Source: an optimization exercise on an open RTL-to-GDS flow (aim: small area, a short achievable clock period and few clock cycles per item). Production flows keep margins and buffers that such runs may drop. In this exercise RTL edits were held to simulation tests only and were not proved equivalent to the original.

==> flow/design.v <==
package awsa_pkg;
    localparam int COORD_W     = 11;   
    localparam int COEF_W      = 32;   
    localparam int DIM_W       = 13;   
    localparam int SRC_COORD_W = 12;   
    localparam int IDX_W       = 24;   
    localparam int CFG_IDX_W   = 3;    
    localparam int CFG_DATA_W  = 32;   
    localparam int PROD_W     = COEF_W + COORD_W + 1;
    localparam int ACC_W      = PROD_W + 2;
    localparam int PIX_PROD_W = SRC_COORD_W + DIM_W;
    localparam int FRAME_W    = 14;    
    localparam int OUT_WIDTH_DEF  = 2048;
    localparam int OUT_HEIGHT_DEF = 2048;
    localparam int FRAC_BITS_DEF  = 16;
    localparam logic [DIM_W-1:0] SRC_DIM_MAX = 13'd4096;
    localparam logic [CFG_IDX_W-1:0] REG_COEF_XX    = 3'd0;
    localparam logic [CFG_IDX_W-1:0] REG_COEF_XY    = 3'd1;
    localparam logic [CFG_IDX_W-1:0] REG_OFFSET_X   = 3'd2;
    localparam logic [CFG_IDX_W-1:0] REG_COEF_YX    = 3'd3;
    localparam logic [CFG_IDX_W-1:0] REG_COEF_YY    = 3'd4;
    localparam logic [CFG_IDX_W-1:0] REG_OFFSET_Y   = 3'd5;
    localparam logic [CFG_IDX_W-1:0] REG_SRC_WIDTH  = 3'd6;
    localparam logic [CFG_IDX_W-1:0] REG_SRC_HEIGHT = 3'd7;
    localparam logic [COEF_W-1:0] COEF_ONE  = 32'd65536;
    localparam logic [COEF_W-1:0] COEF_ZERO = 32'd0;
    localparam logic [DIM_W-1:0]  DIM_RST   = 13'd1;
    typedef struct packed {
        logic                     in_frame;
        logic signed [PROD_W-1:0] prod_xx;
        logic signed [PROD_W-1:0] prod_xy;
        logic signed [PROD_W-1:0] prod_yx;
        logic signed [PROD_W-1:0] prod_yy;
    } mul_t;
    typedef struct packed {
        logic                    in_frame;
        logic signed [ACC_W-1:0] sx;
        logic signed [ACC_W-1:0] sy;
    } sum_t;
    typedef struct packed {
        logic                   hit;
        logic [SRC_COORD_W-1:0] px;
        logic [SRC_COORD_W-1:0] py;
    } bound_t;
endpackage
import awsa_pkg::*;
module awsa_mul_stage
#(
    parameter int OUT_WIDTH  = OUT_WIDTH_DEF,
    parameter int OUT_HEIGHT = OUT_HEIGHT_DEF
)
(
    input  logic                     clk,
    input  logic                     rst_n,
    input  logic                     up_valid,
    output logic                     up_ready,
    input  logic [COORD_W-1:0]       out_x,
    input  logic [COORD_W-1:0]       out_y,
    input  logic signed [COEF_W-1:0] coef_xx,
    input  logic signed [COEF_W-1:0] coef_xy,
    input  logic signed [COEF_W-1:0] coef_yx,
    input  logic signed [COEF_W-1:0] coef_yy,
    output logic                     down_valid,
    input  logic                     down_ready,
    output awsa_pkg::mul_t                     down_data
);
    localparam logic [FRAME_W-1:0] OUT_W_LIM = FRAME_W'(OUT_WIDTH);
    localparam logic [FRAME_W-1:0] OUT_H_LIM = FRAME_W'(OUT_HEIGHT);
    logic                       valid_reg;
    awsa_pkg::mul_t                       data_reg;
    awsa_pkg::mul_t                       data_next;
    logic signed [COORD_W:0]    x_s;
    logic signed [COORD_W:0]    y_s;
    assign x_s = $signed({1'b0, out_x});
    assign y_s = $signed({1'b0, out_y});
    always_comb
    begin
        data_next.in_frame = ({{(FRAME_W-COORD_W){1'b0}}, out_x} < OUT_W_LIM) &&
                             ({{(FRAME_W-COORD_W){1'b0}}, out_y} < OUT_H_LIM);
        data_next.prod_xx  = PROD_W'(coef_xx) * PROD_W'(x_s);
        data_next.prod_xy  = PROD_W'(coef_xy) * PROD_W'(y_s);
        data_next.prod_yx  = PROD_W'(coef_yx) * PROD_W'(x_s);
        data_next.prod_yy  = PROD_W'(coef_yy) * PROD_W'(y_s);
    end
    assign up_ready = !valid_reg || down_ready;
    always_ff @(posedge clk or negedge rst_n)
    begin
        if (!rst_n)
        begin
            valid_reg <= 1'b0;
        end
        else if (up_ready)
        begin
            valid_reg <= up_valid;
        end
    end
    always_ff @(posedge clk)
    begin
        if (up_valid && up_ready)
        begin
            data_reg <= data_next;
        end
    end
    assign down_valid = valid_reg;
    assign down_data  = data_reg;
endmodule
import awsa_pkg::*;
module awsa_sum_stage
(
    input  logic                     clk,
    input  logic                     rst_n,
    input  logic                     up_valid,
    output logic                     up_ready,
    input  awsa_pkg::mul_t                     up_data,
    input  logic signed [COEF_W-1:0] offset_x,
    input  logic signed [COEF_W-1:0] offset_y,
    output logic                     down_valid,
    input  logic                     down_ready,
    output awsa_pkg::sum_t                     down_data
);
    logic valid_reg;
    awsa_pkg::sum_t data_reg;
    awsa_pkg::sum_t data_next;
    always_comb
    begin
        data_next.in_frame = up_data.in_frame;
        data_next.sx = ACC_W'(up_data.prod_xx) + ACC_W'(up_data.prod_xy) + ACC_W'(offset_x);
        data_next.sy = ACC_W'(up_data.prod_yx) + ACC_W'(up_data.prod_yy) + ACC_W'(offset_y);
    end
    assign up_ready = !valid_reg || down_ready;
    always_ff @(posedge clk or negedge rst_n)
    begin
        if (!rst_n)
        begin
            valid_reg <= 1'b0;
        end
        else if (up_ready)
        begin
            valid_reg <= up_valid;
        end
    end
    always_ff @(posedge clk)
    begin
        if (up_valid && up_ready)
        begin
            data_reg <= data_next;
        end
    end
    assign down_valid = valid_reg;
    assign down_data  = data_reg;
endmodule
import awsa_pkg::*;
module awsa_bound_stage
#(
    parameter int FRAC_BITS = FRAC_BITS_DEF
)
(
    input  logic             clk,
    input  logic             rst_n,
    input  logic             up_valid,
    output logic             up_ready,
    input  awsa_pkg::sum_t             up_data,
    input  logic [DIM_W-1:0] src_w,
    input  logic [DIM_W-1:0] src_h,
    output logic             down_valid,
    input  logic             down_ready,
    output awsa_pkg::bound_t           down_data
);
    localparam int PAD_W = ACC_W - DIM_W - FRAC_BITS;
    logic                    valid_reg;
    awsa_pkg::bound_t                  data_reg;
    awsa_pkg::bound_t                  data_next;
    logic signed [ACC_W-1:0] wlim;
    logic signed [ACC_W-1:0] hlim;
    logic                    in_rect;
    assign wlim = $signed({{PAD_W{1'b0}}, src_w, {FRAC_BITS{1'b0}}});
    assign hlim = $signed({{PAD_W{1'b0}}, src_h, {FRAC_BITS{1'b0}}});
    always_comb
    begin
        in_rect = up_data.in_frame &&
                  (up_data.sx > 0) && (up_data.sx < wlim) &&
                  (up_data.sy > 0) && (up_data.sy < hlim);
        data_next.hit = in_rect;
        data_next.px  = in_rect ? up_data.sx[FRAC_BITS +: SRC_COORD_W] : '0;
        data_next.py  = in_rect ? up_data.sy[FRAC_BITS +: SRC_COORD_W] : '0;
    end
    assign up_ready = !valid_reg || down_ready;
    always_ff @(posedge clk or negedge rst_n)
    begin
        if (!rst_n)
        begin
            valid_reg <= 1'b0;
        end
        else if (up_ready)
        begin
            valid_reg <= up_valid;
        end
    end
    always_ff @(posedge clk)
    begin
        if (up_valid && up_ready)
        begin
            data_reg <= data_next;
        end
    end
    assign down_valid = valid_reg;
    assign down_data  = data_reg;
endmodule
import awsa_pkg::*;
module awsa_index_stage
(
    input  logic                   clk,
    input  logic                   rst_n,
    input  logic                   up_valid,
    output logic                   up_ready,
    input  awsa_pkg::bound_t                 up_data,
    input  logic [DIM_W-1:0]       src_w,
    output logic                   down_valid,
    input  logic                   down_ready,
    output logic                   hit,
    output logic [SRC_COORD_W-1:0] src_x,
    output logic [SRC_COORD_W-1:0] src_y,
    output logic [IDX_W-1:0]       src_index
);
    logic                   valid_reg;
    logic                   hit_reg;
    logic [SRC_COORD_W-1:0] src_x_reg;
    logic [SRC_COORD_W-1:0] src_y_reg;
    logic [IDX_W-1:0]       src_index_reg;
    logic [PIX_PROD_W-1:0]  idx_full;
    logic [IDX_W-1:0]       src_index_next;
    assign idx_full = PIX_PROD_W'(up_data.py) * PIX_PROD_W'(src_w) + PIX_PROD_W'(up_data.px);
    assign src_index_next = idx_full[IDX_W-1:0];
    assign up_ready = !valid_reg || down_ready;
    always_ff @(posedge clk or negedge rst_n)
    begin
        if (!rst_n)
        begin
            valid_reg <= 1'b0;
        end
        else if (up_ready)
        begin
            valid_reg <= up_valid;
        end
    end
    always_ff @(posedge clk)
    begin
        if (up_valid && up_ready)
        begin
            hit_reg       <= up_data.hit;
            src_x_reg     <= up_data.px;
            src_y_reg     <= up_data.py;
            src_index_reg <= src_index_next;
        end
    end
    assign down_valid = valid_reg;
    assign hit        = hit_reg;
    assign src_x      = src_x_reg;
    assign src_y      = src_y_reg;
    assign src_index  = src_index_reg;
endmodule
import awsa_pkg::*;
module affine_warp_source_address
#(
    parameter int OUT_WIDTH  = OUT_WIDTH_DEF,
    parameter int OUT_HEIGHT = OUT_HEIGHT_DEF,
    parameter int FRAC_BITS  = FRAC_BITS_DEF
)
(
    input  logic                   clk,
    input  logic                   rst_n,
    input  logic                   in_valid,
    output logic                   in_ready,
    input  logic [COORD_W-1:0]     out_x,
    input  logic [COORD_W-1:0]     out_y,
    output logic                   out_valid,
    input  logic                   out_ready,
    output logic                   hit,
    output logic [SRC_COORD_W-1:0] src_x,
    output logic [SRC_COORD_W-1:0] src_y,
    output logic [IDX_W-1:0]       src_index,
    input  logic                   cfg_wr_en,
    input  logic [CFG_IDX_W-1:0]   cfg_index,
    input  logic [CFG_DATA_W-1:0]  cfg_data
);
    logic signed [COEF_W-1:0] coef_xx_reg;
    logic signed [COEF_W-1:0] coef_xy_reg;
    logic signed [COEF_W-1:0] offset_x_reg;
    logic signed [COEF_W-1:0] coef_yx_reg;
    logic signed [COEF_W-1:0] coef_yy_reg;
    logic signed [COEF_W-1:0] offset_y_reg;
    logic [DIM_W-1:0]         src_width_reg;
    logic [DIM_W-1:0]         src_height_reg;
    logic [DIM_W-1:0] src_w;
    logic [DIM_W-1:0] src_h;
    logic   s1_valid;
    logic   s1_ready;
    awsa_pkg::mul_t   s1_data;
    logic   s2_valid;
    logic   s2_ready;
    awsa_pkg::sum_t   s2_data;
    logic   s3_valid;
    logic   s3_ready;
    awsa_pkg::bound_t s3_data;
    always_ff @(posedge clk or negedge rst_n)
    begin
        if (!rst_n)
        begin
            coef_xx_reg    <= COEF_ONE;
            coef_xy_reg    <= COEF_ZERO;
            offset_x_reg   <= COEF_ZERO;
            coef_yx_reg    <= COEF_ZERO;
            coef_yy_reg    <= COEF_ONE;
            offset_y_reg   <= COEF_ZERO;
            src_width_reg  <= DIM_RST;
            src_height_reg <= DIM_RST;
        end
        else if (cfg_wr_en)
        begin
            case (cfg_index)
                REG_COEF_XX:    coef_xx_reg    <= cfg_data[COEF_W-1:0];
                REG_COEF_XY:    coef_xy_reg    <= cfg_data[COEF_W-1:0];
                REG_OFFSET_X:   offset_x_reg   <= cfg_data[COEF_W-1:0];
                REG_COEF_YX:    coef_yx_reg    <= cfg_data[COEF_W-1:0];
                REG_COEF_YY:    coef_yy_reg    <= cfg_data[COEF_W-1:0];
                REG_OFFSET_Y:   offset_y_reg   <= cfg_data[COEF_W-1:0];
                REG_SRC_WIDTH:  src_width_reg  <= cfg_data[DIM_W-1:0];
                REG_SRC_HEIGHT: src_height_reg <= cfg_data[DIM_W-1:0];
                default:        ;
            endcase
        end
    end
    assign src_w = (src_width_reg  > SRC_DIM_MAX) ? SRC_DIM_MAX : src_width_reg;
    assign src_h = (src_height_reg > SRC_DIM_MAX) ? SRC_DIM_MAX : src_height_reg;
    awsa_mul_stage #(
        .OUT_WIDTH  (OUT_WIDTH),
        .OUT_HEIGHT (OUT_HEIGHT)
    ) u_mul (
        .clk        (clk),
        .rst_n      (rst_n),
        .up_valid   (in_valid),
        .up_ready   (in_ready),
        .out_x      (out_x),
        .out_y      (out_y),
        .coef_xx    (coef_xx_reg),
        .coef_xy    (coef_xy_reg),
        .coef_yx    (coef_yx_reg),
        .coef_yy    (coef_yy_reg),
        .down_valid (s1_valid),
        .down_ready (s1_ready),
        .down_data  (s1_data)
    );
    awsa_sum_stage u_sum (
        .clk        (clk),
        .rst_n      (rst_n),
        .up_valid   (s1_valid),
        .up_ready   (s1_ready),
        .up_data    (s1_data),
        .offset_x   (offset_x_reg),
        .offset_y   (offset_y_reg),
        .down_valid (s2_valid),
        .down_ready (s2_ready),
        .down_data  (s2_data)
    );
    awsa_bound_stage #(
        .FRAC_BITS  (FRAC_BITS)
    ) u_bound (
        .clk        (clk),
        .rst_n      (rst_n),
        .up_valid   (s2_valid),
        .up_ready   (s2_ready),
        .up_data    (s2_data),
        .src_w      (src_w),
        .src_h      (src_h),
        .down_valid (s3_valid),
        .down_ready (s3_ready),
        .down_data  (s3_data)
    );
    awsa_index_stage u_index (
        .clk        (clk),
        .rst_n      (rst_n),
        .up_valid   (s3_valid),
        .up_ready   (s3_ready),
        .up_data    (s3_data),
        .src_w      (src_w),
        .down_valid (out_valid),
        .down_ready (out_ready),
        .hit        (hit),
        .src_x      (src_x),
        .src_y      (src_y),
        .src_index  (src_index)
    );
endmodule
==> flow/run.sh <==
#!/bin/bash
# synth_recipe.tcl (not shown) runs the flow's synth.tcl, then flattens the netlist and writes it again
# the make line also repeats each setting of config.mk as NAME=value (left out here)
make -C /OpenROAD-flow-scripts/flow DESIGN_CONFIG=/design/flow/config.mk WORK_HOME=/design/flow/orfs CLKGATE_MAP_FILE= SYNTH_SCRIPT=/design/flow/synth_recipe.tcl finish
==> flow/config.mk <==
export PLATFORM = sky130hd
export DESIGN_NAME = affine_warp_source_address
export DESIGN_NICKNAME = affine_warp_source_address
export VERILOG_FILES = /design/flow/design.v
export SDC_FILE = /design/flow/constraint.sdc
export NUM_CORES = 4
export LEC_CHECK = 0
export CAP_MARGIN = 20
export CORE_MARGIN = 2
export CORE_UTILIZATION = 40
export SLEW_MARGIN = 20
==> flow/constraint.sdc <==
create_clock -name core_clock -period 7.2 [get_ports {clk}]
set_input_delay 1.4400 -clock core_clock [delete_from_list [all_inputs] [get_ports {clk}]]
set_output_delay 1.4400 -clock core_clock [all_outputs]
set_load 0.01 [all_outputs]
==> summary.md <==
| Metric | Value |
|---|---|
| Final nets | `10.22k` |
| Largest net degree at the start of global routing | `138` |
| EDFF count, synth | `342` |
| Cell row count | `164` |
| Async S/R FF share, synth | `0.3936` |
| Detailed Route Iter0 Violations | `3259` |
| Top_reg_cell synth | `edfxtp_1` |
| Initial antenna violation count | `9` |
| Fillers | `19.05k` |
| Worst EP arrival | `7.24 ns` |
| Worst-margin pin slew | `1.257 ns` |
| Area Overhead vs Synth | `10.59%` |
| Setup TNS | `0 ns` |
| Initial Util | `0.4014` |
| Kind of critical path | `in -> reg` |
| Crit Reg-Reg Startpoint | `src_width_reg[12]` |
| Cell seen most often among critical-path stages | `fa_1` |
| Flop and latch count out of synthesis | `564` |
| Dpl ws | `-0.2473 ns` |
| Final HPWL DP | `166200 µm` |
| Per-cell routed wire length | `18.61 µm` |
| CTS Sinks | `564` |
| CTS Buf Count | `70` |
| Total setup buffers inserted after CTS | `0` |
| Commonest non-fill, non-tap cell in the layout | `inv_1` |
| WL final | `202700 µm` |
| Synth Cell Area | `79890 µm²` |
| Setup ws final | `0.3636 ns` |
| Slew Viols, Final | `0` |
| Startpoint types | `input pin` |
| Crit-path cells | `buf_2 > buf_4 > and2_1 > fa_1 > fa_1 > inv_1 > fa_1 > fa_1 > inv_1 > fa_1 > ha_1 > nand4_1 > nor3_1 > o211ai_1 > a31oi_1 > nand3_1 > a31oi_1 > nand2_1 > o31ai_1 > a21oi_1 > xnor2_1 > buf_4` |
| 1st-pass router iterations | `5` |
| Root buffer cell | `clkbuf_16` |
| Hold path cells | `0` |
| FF-to-FF setup slack | `0.60 ns` |
| Post-synth top area cell | `fa_1` |
| Die height | `450.9 µm` |
| Syn avg cell area | `9.974 µm²` |
| Max-Cap Viols | `0` |
| Hold path endpoint | `u_index.src_x_reg[2]` |
| Count of final setup violators | `0` |
| R2r worst-path depth | `21` |
| Placer congestion estimate | `0.8907` |
| Cells after Synth | `8010` |
| TritonCTS clock tree | `done` |
| RSZ-0062 raised after global routing | `false` |
| Die area | `203300 µm²` |
| # IOs | `113` |
| Seq/Total Area, Yosys | `0.1981` |
| Outcome | `complete, no violations` |
| Final period util | `0.9495` |
| Clock-pin slew on the worst setup and hold paths | `0.06 ns` |
| Post_cts resized | `0` |
| Worst-path cell with the longest stage delay | `fa_1` |
| YS warnings | `5` |
| CTS Buffer Depth | `3` |
| Most frequent cells in the layout | `inv_1 (1604), fa_1 (1430), nand2_1 (942)` |
| Syn_nets | `10.06k` |
| CTS H-tree depth | `3` |
| Crit Path Max Fanout | `10` |
| Synth cell types | `85` |
| Min Clock Period, post-route | `6.836 ns` |
| Area share of the largest cell type after synthesis | `0.3583` |
| First-pass GRT wire length | `330800 µm` |
| GRT overflow | `0` |
| Input/output buffers | `112` |
| Top cells by area, synth | `fa_1 (36%), edfxtp_1 (13%), ha_1 (8.7%)` |
| Skew-Pair Late Insertion Delay | `0.71 ns` |
| Vias in the first global route | `58.91k` |
| Largest register FFs | `176` |
| Worst R2R End | `u_index.src_index_reg[23]` |
| Die X | `450.9 µm` |
| Gr usage total | `0.2074` |
| Setup Skew | `0.07272 ns` |
| Via count | `55.08k` |
| HP Start | `u_bound.data_reg[14]` |
| DRC | `0` |
| Core Footprint | `199000 µm²` |
| CP max stage delay | `0.55 ns` |
| HP Class | `reg -> reg` |
| Delay-heaviest family, CP | `adder cells` |
| Rel. slew slack | `0.1597` |
| Final Hold Vio Count | `0` |
| DR vias/cell | `5.057` |
| Worst EP required | `7.60 ns` |
| CP endpoint kind | `register` |
| Layout cells sized above 1 | `0.09270` |
| Antenna viol nets, final | `0` |
| WP buf/inv | `5` |
| Hold Buf Count CTS | `0` |
| Fmax | `146.3 MHz` |
## how the worst max path moves through the flow
stage	startpoint	depth (start not counted)	endpoint	slack, ns
final	out_x[8]	22	u_mul.data_reg[172]	0.36
after global routing	out_x[4]	21	u_mul.data_reg[174]	0.03
after global placement	out_x[4]	21	u_mul.data_reg[174]	-0.24
after floorplan	out_x[5]	22	u_mul.data_reg[85]	0.006
after CTS	out_x[4]	21	u_mul.data_reg[174]	0.48
after detailed placement	out_x[5]	22	u_mul.data_reg[73]	-0.25
## Yosys cell counts, drive strengths merged (9+ instances only)
library cell and number:
and2 783, a21o 167, mux2 217, o21a 35
clkbuf 380, o21ai 125, nand2 942, or3 10
nor2 125, fa 1430, and3 26, inv 1604
o31ai 17, nor2b 53, nand2b 41, a21oi 256
xnor2 202, a211oi 25, nor3 30, nor4 27
nand3 53, a21boi 9, o211ai 16, nand4 43
or2 15, xor2 68, dfrtp 218, o21bai 36
ha 556, edfxtp 342, a31oi 23
## cell families (layout without fill, tap and decap cells)
group	count (synthesis)	in the layout	synth area share
buf+inv	1985	2206	0.09328
mux	218	218	0.03071
compound gates	805	805	0.06575
xor+xnor	270	270	0.02960
fa+ha+maj	1986	1986	0.4454
simple gates	2182	2182	0.1371
other cells	0	5	0
flops	564	564	0.1981
## stage by stage
stage | hold WS [ns] | area [µm²] | std cells | util
4_1_cts | 0.4642 | 88340 | 10887 | 0.4438
3_5_place_dp | 0.4497 | 85910 | 10757 | 0.4316
6_report | 0.4618 | 88350 | 10892 | 0.4439
2_1_floorplan | 0.4003 | 79900 | 8010 | -
5_1_grt | 0.4896 | 88340 | 10887 | 0.4438
3_3_place_gp | 0.4432 | 85920 | 10757 | 0.4317
## area by class of cell
type | count | area (µm²) | share of cell area
inverter | 1604 | 6021 | 0.06815
antenna | 5 | 12.51 | 0.0001416
clock buffer | 87 | 1857 | 0.02102
clock inverter | 43 | 568.0 | 0.006430
sequential | 564 | 15830 | 0.1792
tap | 2656 | 3323 | 0.03761
timing repair buffer | 472 | 4096 | 0.04637
multi-input combinational | 5461 | 56640 | 0.6411
## routing by layer
layer  vias to the layer above  global-route usage  share of wire
met3                       239             0.02386          0.042
met5                         -                   0              0
met2                      1126              0.3627           0.50
li1                      25066                   -              -
met1                     28652              0.2721           0.42
met4                         0             0.05466          0.031
Testbench counts, summed over its fixed seeds: cycles 24,288, items 24,000.

## re-timing with driven ports
The results above use ideal ports. As a check the final layout listed here was re-extracted and re-timed, cells and wires unchanged. Step 1 sets driving cells, clkbuf_16 on the clock port and buf_2 on the other inputs (assumed; they add their load-dependent delay and slew). Step 2 moves the port delays by t, midway between the first and last clock arrival at a register: inputs arrive t later, outputs are due t later. That takes back most of the time a late clock gives input paths. a / b / c = no drivers / after step 1 / after step 2; a / b = the first two.
shift t [ns]: 0.750
slack for setup (ns): 0.364 / 0.359 / -0.391
latest minus earliest clock arrival (ns): 0.074 / 0.073
worst slew at a driven data input, ns: 0.10
cell pins on the clock port's net: 1
Met with ideal ports but missed after step 2: setup timing in this run. For this run, drivers alone change the setup slack by -0.005 ns; drivers and shift together by -0.755 ns.
